This is an optimization exercise on Yosys and OpenROAD, whose aim is small area, a short achievable clock period and few clock cycles per item, not a production implementation.
The RTL was checked by simulation tests, not by an equivalence proof against the original design.
Power and IR drop assume default switching activity.

==> inputs of 11-04 <==
==> flow/design.v <==
package map_ctrl_pkg;
    localparam int unsigned SLOTS    = 144;
    localparam int unsigned CARD_W   = 6;
    localparam int unsigned VB_START = 480;
    localparam logic [1:0] OP_WRITE     = 2'b00;
    localparam logic [1:0] OP_CLEAR     = 2'b01;
    localparam logic [1:0] OP_TOGGLE    = 2'b10;
    localparam logic [1:0] OP_DESEL_ALL = 2'b11;
    localparam logic [CARD_W-1:0] CARD_EMPTY = '0;
    localparam logic GNT_LOC = 1'b0;
    localparam logic GNT_REM = 1'b1;
    typedef enum logic [1:0] {
        StIdle,
        StExec,
        StAck,
        StCommit
    } state_e;
endpackage
module rr_arbiter2 (
    input  logic [1:0] req,
    input  logic       last_grant,
    output logic [1:0] grant
);
    always_comb begin
        grant = req;
        if (req == 2'b11) begin
            grant = last_grant ? 2'b01 : 2'b10;
        end
    end
endmodule
module map_update_ctrl
(
    input  logic                    clk,
    input  logic                    rst,
    input  logic [9:0]              v_cnt,
    input  logic                    loc_req,
    input  logic [1:0]              loc_op,
    input  logic [7:0]              loc_pos,
    input  logic [map_ctrl_pkg::CARD_W-1:0]       loc_card,
    output logic                    loc_ack,
    input  logic                    rem_req,
    input  logic [1:0]              rem_op,
    input  logic [7:0]              rem_pos,
    input  logic [map_ctrl_pkg::CARD_W-1:0]       rem_card,
    output logic                    rem_ack,
    output logic                    err,
    output logic                    busy,
    output logic [map_ctrl_pkg::SLOTS*map_ctrl_pkg::CARD_W-1:0] map,
    output logic [map_ctrl_pkg::SLOTS-1:0] sel_card
);
    localparam int unsigned SLOTS  = map_ctrl_pkg::SLOTS;
    localparam int unsigned CARD_W = map_ctrl_pkg::CARD_W;
    localparam int unsigned VB_START = map_ctrl_pkg::VB_START;
    localparam logic [1:0] OP_WRITE     = map_ctrl_pkg::OP_WRITE;
    localparam logic [1:0] OP_CLEAR     = map_ctrl_pkg::OP_CLEAR;
    localparam logic [1:0] OP_TOGGLE    = map_ctrl_pkg::OP_TOGGLE;
    localparam logic [1:0] OP_DESEL_ALL = map_ctrl_pkg::OP_DESEL_ALL;
    localparam logic GNT_LOC = map_ctrl_pkg::GNT_LOC;
    localparam logic GNT_REM = map_ctrl_pkg::GNT_REM;
    localparam int unsigned ROWS = (SLOTS + 15) / 16;    
    logic            last_grant;    
    logic            vb_q;
    logic            pub_q;         
    logic            rst_q;         
    logic [ROWS-1:0] row_card_q;    
    logic [ROWS-1:0] row_sel_q;     
    logic [15:0]     col_q;         
    logic [CARD_W-1:0] card_q;      
    logic            tog_q;         
    logic            desel_q;       
    logic [SLOTS*CARD_W-1:0] shadow_map;
    logic [SLOTS-1:0]        shadow_sel;
    logic [1:0] elig, grant;
    logic       vb, vb_rise;
    assign elig = {rem_req & ~rem_ack, loc_req & ~loc_ack};
    rr_arbiter2 u_arb (
        .req        (elig),
        .last_grant (last_grant),
        .grant      (grant)
    );
    logic [1:0][ROWS-1:0]   dec_row_card, dec_row_sel;
    logic [1:0][15:0]       dec_col;
    logic [1:0][CARD_W-1:0] dec_card;
    logic [1:0]             dec_tog, dec_desel, dec_err;
    for (genvar q = 0; q < 2; q++) begin : g_dec
        logic [1:0]        op;
        logic [7:0]        pos;
        logic [CARD_W-1:0] card;
        logic              in_range;
        assign op       = q ? rem_op   : loc_op;
        assign pos      = q ? rem_pos  : loc_pos;
        assign card     = q ? rem_card : loc_card;
        assign in_range = (pos < 8'(SLOTS));
        for (genvar r = 0; r < int'(ROWS); r++) begin : g_row
            assign dec_row_card[q][r] = in_range & (pos[7:4] == 4'(r)) &
                                        ((op == OP_WRITE) | (op == OP_CLEAR));
            assign dec_row_sel[q][r]  = in_range & (pos[7:4] == 4'(r)) &
                                        ((op == OP_TOGGLE) | (op == OP_CLEAR));
        end
        for (genvar c = 0; c < 16; c++) begin : g_col
            assign dec_col[q][c] = (pos[3:0] == 4'(c));
        end
        assign dec_card[q]  = (op == OP_WRITE) ? card : '0;
        assign dec_tog[q]   = (op == OP_TOGGLE);
        assign dec_desel[q] = (op == OP_DESEL_ALL);
        assign dec_err[q]   = ~in_range & (op != OP_DESEL_ALL);
    end
    assign vb      = (v_cnt >= 10'(VB_START));
    assign vb_rise = vb & ~vb_q;
    always_ff @(posedge clk or posedge rst) begin
        if (rst) begin
            loc_ack    <= 1'b0;
            rem_ack    <= 1'b0;
            busy       <= 1'b0;
            last_grant <= GNT_REM;
            vb_q       <= 1'b0;
            pub_q      <= 1'b1;
            rst_q      <= 1'b1;
        end else begin
            loc_ack <= grant[0];
            rem_ack <= grant[1];
            busy    <= loc_req | rem_req | vb_rise;
            if (|grant) last_grant <= grant[1];
            vb_q    <= vb;
            pub_q   <= vb_rise;
            rst_q   <= 1'b0;
        end
    end
    always_ff @(posedge clk) begin
        err        <= grant[1] ? dec_err[1] : dec_err[0];
        row_card_q <= ({ROWS{grant[0]}} & dec_row_card[0]) | ({ROWS{grant[1]}} & dec_row_card[1]);
        row_sel_q  <= ({ROWS{grant[0]}} & dec_row_sel[0])  | ({ROWS{grant[1]}} & dec_row_sel[1]);
        col_q      <= grant[1] ? dec_col[1]  : dec_col[0];
        card_q     <= grant[1] ? dec_card[1] : dec_card[0];
        tog_q      <= grant[1] ? dec_tog[1]  : dec_tog[0];
        desel_q    <= (grant[0] & dec_desel[0]) | (grant[1] & dec_desel[1]);
    end
    logic [ROWS-1:0]   row_card_w;
    logic [15:0]       col_w;
    logic [CARD_W-1:0] card_w;
    logic              sel_clr_all;
    assign row_card_w  = row_card_q | {ROWS{rst_q}};
    assign col_w       = col_q | {16{rst_q}};
    assign card_w      = card_q & {CARD_W{~rst_q}};
    assign sel_clr_all = rst_q | desel_q;
    for (genvar s = 0; s < int'(SLOTS); s++) begin : g_slot
        logic wr_card, hit_sel;
        assign wr_card = row_card_w[s / 16] & col_w[s % 16];
        assign hit_sel = row_sel_q[s / 16] & col_q[s % 16];
        always_ff @(posedge clk) begin
            if (wr_card) shadow_map[s*CARD_W +: CARD_W] <= card_w;
            if (sel_clr_all)  shadow_sel[s] <= 1'b0;
            else if (hit_sel) shadow_sel[s] <= tog_q & ~shadow_sel[s];
            if (pub_q) begin
                map[s*CARD_W +: CARD_W] <= shadow_map[s*CARD_W +: CARD_W];
                sel_card[s]             <= shadow_sel[s];
            end
        end
    end
endmodule
==> flow/flow/run.sh <==
#!/bin/bash
# Standard layout with: buf_1 port buffers, no CTS dummy loads, larger CTS sink clusters,
# and stronger timing-driven net weights in global placement.
export BUFFER_PORTS_ARGS="-buffer_cell sky130_fd_sc_hd__buf_1"
export CTS_ARGS="-sink_clustering_enable -repair_clock_nets -dont_use_dummy_load -sink_clustering_size 28 -sink_clustering_max_diameter 70"
export GLOBAL_PLACEMENT_ARGS="-timing_driven_net_weight_max 25 -timing_driven_nets_percentage 50"
bash standard.sh > standard.log 2>&1
==> flow/standard.sh <==
#!/bin/bash
# synth_recipe.tcl (not shown) runs the flow's synth.tcl, then flattens the netlist and writes it again
# the make line also repeats each setting of config.mk as NAME=value (left out here)
make -C /OpenROAD-flow-scripts/flow DESIGN_CONFIG=/design/flow/config.mk WORK_HOME=/design/flow/orfs CLKGATE_MAP_FILE= SYNTH_SCRIPT=/design/flow/synth_recipe.tcl "${@:-finish}"
==> flow/config.mk <==
export PLATFORM = sky130hd
export DESIGN_NAME = map_update_ctrl
export DESIGN_NICKNAME = map_update_ctrl
export VERILOG_FILES = /design/flow/design.v
export SDC_FILE = /design/flow/constraint.sdc
export NUM_CORES = 4
export LEC_CHECK = 0
export CAP_MARGIN = 20
export CORE_MARGIN = 2
export CORE_UTILIZATION = 65
export PLACE_DENSITY_LB_ADDON = 0.15
export SETUP_SLACK_MARGIN = 3.1
export SLEW_MARGIN = 20
==> flow/constraint.sdc <==
create_clock -name core_clock -period 5.5 [get_ports {clk}]
set_input_delay 1.1000 -clock core_clock [delete_from_list [all_inputs] [get_ports {clk}]]
set_output_delay 1.1000 -clock core_clock [all_outputs]
set_load 0.01 [all_outputs]
==> inputs of 08-09, as changes to 11-04 <==
--- a/flow/config.mk
+++ b/flow/config.mk
@@ -10,4 +10,4 @@
 export CORE_UTILIZATION = 65
 export PLACE_DENSITY_LB_ADDON = 0.15
-export SETUP_SLACK_MARGIN = 3.1
+export SETUP_SLACK_MARGIN = 3.2
 export SLEW_MARGIN = 20
==> inputs of 01-11, as changes to 11-04 <==
==> flow/flow/run.sh (replaced) <==
#!/bin/bash
# Standard layout with: buf_1 port buffers, no CTS dummy loads, larger CTS sink clusters,
# stronger timing-driven net weights in global placement, and each output port's buffer
# moved next to the register that drives it before detailed placement (flow/buf_to_ff.tcl).
export BUFFER_PORTS_ARGS="-buffer_cell sky130_fd_sc_hd__buf_1"
export CTS_ARGS="-sink_clustering_enable -repair_clock_nets -dont_use_dummy_load -sink_clustering_size 28 -sink_clustering_max_diameter 70"
export GLOBAL_PLACEMENT_ARGS="-timing_driven_net_weight_max 25 -timing_driven_nets_percentage 50"
export PRE_DETAIL_PLACE_TCL="$PWD/flow/buf_to_ff.tcl"
bash standard.sh > standard.log 2>&1
==> flow/flow/buf_to_ff.tcl (new file) <==
# Move each output port's buffer next to the register that drives it, so the register
# drives only a short wire and the (stronger) buffer drives the wire to the pin. Detailed
# placement legalises the moved buffers.
set block [ord::get_db_block]
set moved 0
foreach bterm [$block getBTerms] {
  if {[$bterm getIoType] ne "OUTPUT"} { continue }
  set net [$bterm getNet]
  if {$net eq "NULL" || $net eq ""} { continue }
  set buf ""
  foreach it [$net getITerms] { if {[$it isOutputSignal]} { set buf [$it getInst] } }
  if {$buf eq ""} { continue }
  set a [$buf findITerm A]
  if {$a eq "NULL" || $a eq ""} { continue }
  set ff ""
  foreach it [[$a getNet] getITerms] { if {[$it isOutputSignal]} { set ff [$it getInst] } }
  if {$ff eq "" || ![[$ff getMaster] isSequential]} { continue }
  set loc [$ff getLocation]
  set fw [[$ff getMaster] getWidth]
  # just right of the register's Q side, same row
  $buf setLocation [expr {[lindex $loc 0] + $fw}] [lindex $loc 1]
  $buf setPlacementStatus PLACED
  incr moved
}
puts "buf_to_ff: moved $moved output buffers next to their registers"
--- a/flow/config.mk
+++ b/flow/config.mk
@@ -10,4 +10,4 @@
 export CORE_UTILIZATION = 65
 export PLACE_DENSITY_LB_ADDON = 0.15
-export SETUP_SLACK_MARGIN = 3.1
+export SETUP_SLACK_MARGIN = 3.4
 export SLEW_MARGIN = 20
==> inputs of 08-19, as changes to 11-04 <==
--- a/flow/design.v
+++ b/flow/design.v
@@ -72,5 +72,9 @@
     logic [SLOTS-1:0]        shadow_sel;
     logic [1:0] elig, grant;
-    logic       vb, vb_rise;
+    logic       g_rem, g_any;
+    logic [1:0] op_s;
+    logic [7:0] pos_s;
+    logic [CARD_W-1:0] card_s;
+    logic       in_range, vb, vb_rise;
     assign elig = {rem_req & ~rem_ack, loc_req & ~loc_ack};
     rr_arbiter2 u_arb (
@@ -79,31 +83,10 @@
         .grant      (grant)
     );
-    logic [1:0][ROWS-1:0]   dec_row_card, dec_row_sel;
-    logic [1:0][15:0]       dec_col;
-    logic [1:0][CARD_W-1:0] dec_card;
-    logic [1:0]             dec_tog, dec_desel, dec_err;
-    for (genvar q = 0; q < 2; q++) begin : g_dec
-        logic [1:0]        op;
-        logic [7:0]        pos;
-        logic [CARD_W-1:0] card;
-        logic              in_range;
-        assign op       = q ? rem_op   : loc_op;
-        assign pos      = q ? rem_pos  : loc_pos;
-        assign card     = q ? rem_card : loc_card;
-        assign in_range = (pos < 8'(SLOTS));
-        for (genvar r = 0; r < int'(ROWS); r++) begin : g_row
-            assign dec_row_card[q][r] = in_range & (pos[7:4] == 4'(r)) &
-                                        ((op == OP_WRITE) | (op == OP_CLEAR));
-            assign dec_row_sel[q][r]  = in_range & (pos[7:4] == 4'(r)) &
-                                        ((op == OP_TOGGLE) | (op == OP_CLEAR));
-        end
-        for (genvar c = 0; c < 16; c++) begin : g_col
-            assign dec_col[q][c] = (pos[3:0] == 4'(c));
-        end
-        assign dec_card[q]  = (op == OP_WRITE) ? card : '0;
-        assign dec_tog[q]   = (op == OP_TOGGLE);
-        assign dec_desel[q] = (op == OP_DESEL_ALL);
-        assign dec_err[q]   = ~in_range & (op != OP_DESEL_ALL);
-    end
+    assign g_rem   = grant[1];
+    assign g_any   = |grant;
+    assign op_s    = g_rem ? rem_op   : loc_op;
+    assign pos_s   = g_rem ? rem_pos  : loc_pos;
+    assign card_s  = g_rem ? rem_card : loc_card;
+    assign in_range = (pos_s < 8'(SLOTS));
     assign vb      = (v_cnt >= 10'(VB_START));
     assign vb_rise = vb & ~vb_q;
@@ -121,5 +104,5 @@
             rem_ack <= grant[1];
             busy    <= loc_req | rem_req | vb_rise;
-            if (|grant) last_grant <= grant[1];
+            if (g_any) last_grant <= g_rem;
             vb_q    <= vb;
             pub_q   <= vb_rise;
@@ -128,11 +111,15 @@
     end
     always_ff @(posedge clk) begin
-        err        <= grant[1] ? dec_err[1] : dec_err[0];
-        row_card_q <= ({ROWS{grant[0]}} & dec_row_card[0]) | ({ROWS{grant[1]}} & dec_row_card[1]);
-        row_sel_q  <= ({ROWS{grant[0]}} & dec_row_sel[0])  | ({ROWS{grant[1]}} & dec_row_sel[1]);
-        col_q      <= grant[1] ? dec_col[1]  : dec_col[0];
-        card_q     <= grant[1] ? dec_card[1] : dec_card[0];
-        tog_q      <= grant[1] ? dec_tog[1]  : dec_tog[0];
-        desel_q    <= (grant[0] & dec_desel[0]) | (grant[1] & dec_desel[1]);
+        err     <= ~in_range & (op_s != OP_DESEL_ALL);
+        for (int r = 0; r < int'(ROWS); r++) begin
+            row_card_q[r] <= g_any & in_range & (pos_s[7:4] == 4'(r)) &
+                             ((op_s == OP_WRITE) | (op_s == OP_CLEAR));
+            row_sel_q[r]  <= g_any & in_range & (pos_s[7:4] == 4'(r)) &
+                             ((op_s == OP_TOGGLE) | (op_s == OP_CLEAR));
+        end
+        for (int c = 0; c < 16; c++) col_q[c] <= (pos_s[3:0] == 4'(c));
+        card_q  <= (op_s == OP_WRITE) ? card_s : '0;
+        tog_q   <= (op_s == OP_TOGGLE);
+        desel_q <= g_any & (op_s == OP_DESEL_ALL);
     end
     logic [ROWS-1:0]   row_card_w;
==> flow/run.sh (new file) <==
#!/bin/bash
# synth_recipe.tcl (not shown) runs the flow's synth.tcl, then flattens the netlist and writes it again
# the make line also repeats each setting of config.mk as NAME=value (left out here)
make -C /OpenROAD-flow-scripts/flow DESIGN_CONFIG=/design/flow/config.mk WORK_HOME=/design/flow/orfs CLKGATE_MAP_FILE= SYNTH_SCRIPT=/design/flow/synth_recipe.tcl finish
--- a/flow/config.mk
+++ b/flow/config.mk
@@ -8,6 +8,5 @@
 export CAP_MARGIN = 20
 export CORE_MARGIN = 2
-export CORE_UTILIZATION = 65
-export PLACE_DENSITY_LB_ADDON = 0.15
+export CORE_UTILIZATION = 40
 export SETUP_SLACK_MARGIN = 3.1
 export SLEW_MARGIN = 20
removed: flow/flow/run.sh
removed: flow/standard.sh
==> summary of the runs <==
In 11-04 the hold slack is higher than in 08-09, by 36 ps. Sequential cell count is the same in 08-19 and 01-11. Between 11-04 and 08-09, the lower non-clock buffer count is in 08-09 (gap 5). The lowest first-iteration DRC count belongs to 08-19, the highest to 01-11. Combinational power, highest first: 08-19, 01-11, 08-09, 11-04. Fmax: 01-11 > 08-09 > 11-04 > 08-19. Sequential share of layout area: 01-11 is lower than 11-04 (3.2 points). The highest count of clock-buffer cells in the layout belongs to 08-19, the lowest to 01-11. Against 11-04, the via count of 01-11 is larger by about 0.54%. Global-route usage, highest first: 01-11, 11-04, 08-09, 08-19.
Testbench counts of 11-04, summed over its fixed seeds: cycles 4,808, edits 4,800.
Testbench counts of 08-09, summed over its fixed seeds: cycles 4,808, edits 4,800.
Testbench counts of 01-11, summed over its fixed seeds: cycles 4,808, edits 4,800.
Testbench counts of 08-19, summed over its fixed seeds: cycles 4,808, edits 4,800.

## afterwards: timing with drivers on the ports
No port has a modelled driver above. Below, the same layouts with a new extraction and two added sets of constraints.
Step 1: set_driving_cell puts a clkbuf_16 on clk and a buf_2 on each other input, an assumption about the parent block.
Step 2 moves the port delays by t, midway between the first and last clock arrival at a register: inputs arrive t later, outputs are due t later. That takes back most of the time a late clock gives input paths.
Slacks: ideal / step 1 / step 2; pairs: ideal / step 1.
run	t (ns)	setup WS [ns]	worst hold slack (ns)	worst slew at a driven data input, ns	pins driven straight from the clock port
11-04	0.748	3.004 / 2.927 / 2.649	0.368 / 0.317 / 0.371	0.09	1
08-09	0.739	3.014 / 2.939 / 2.840	0.332 / 0.278 / 0.386	0.06	1
01-11	0.754	3.070 / 2.995 / 2.875	0.320 / 0.265 / 0.375	0.05	1
08-19	0.881	2.871 / 2.792 / 2.613	0.348 / 0.348 / 0.348	0.17	1
After both steps every run listed still meets setup and hold. The setup slack of 11-04, which loses most, moves by -0.077 ns with the drivers and by -0.355 ns with both steps.
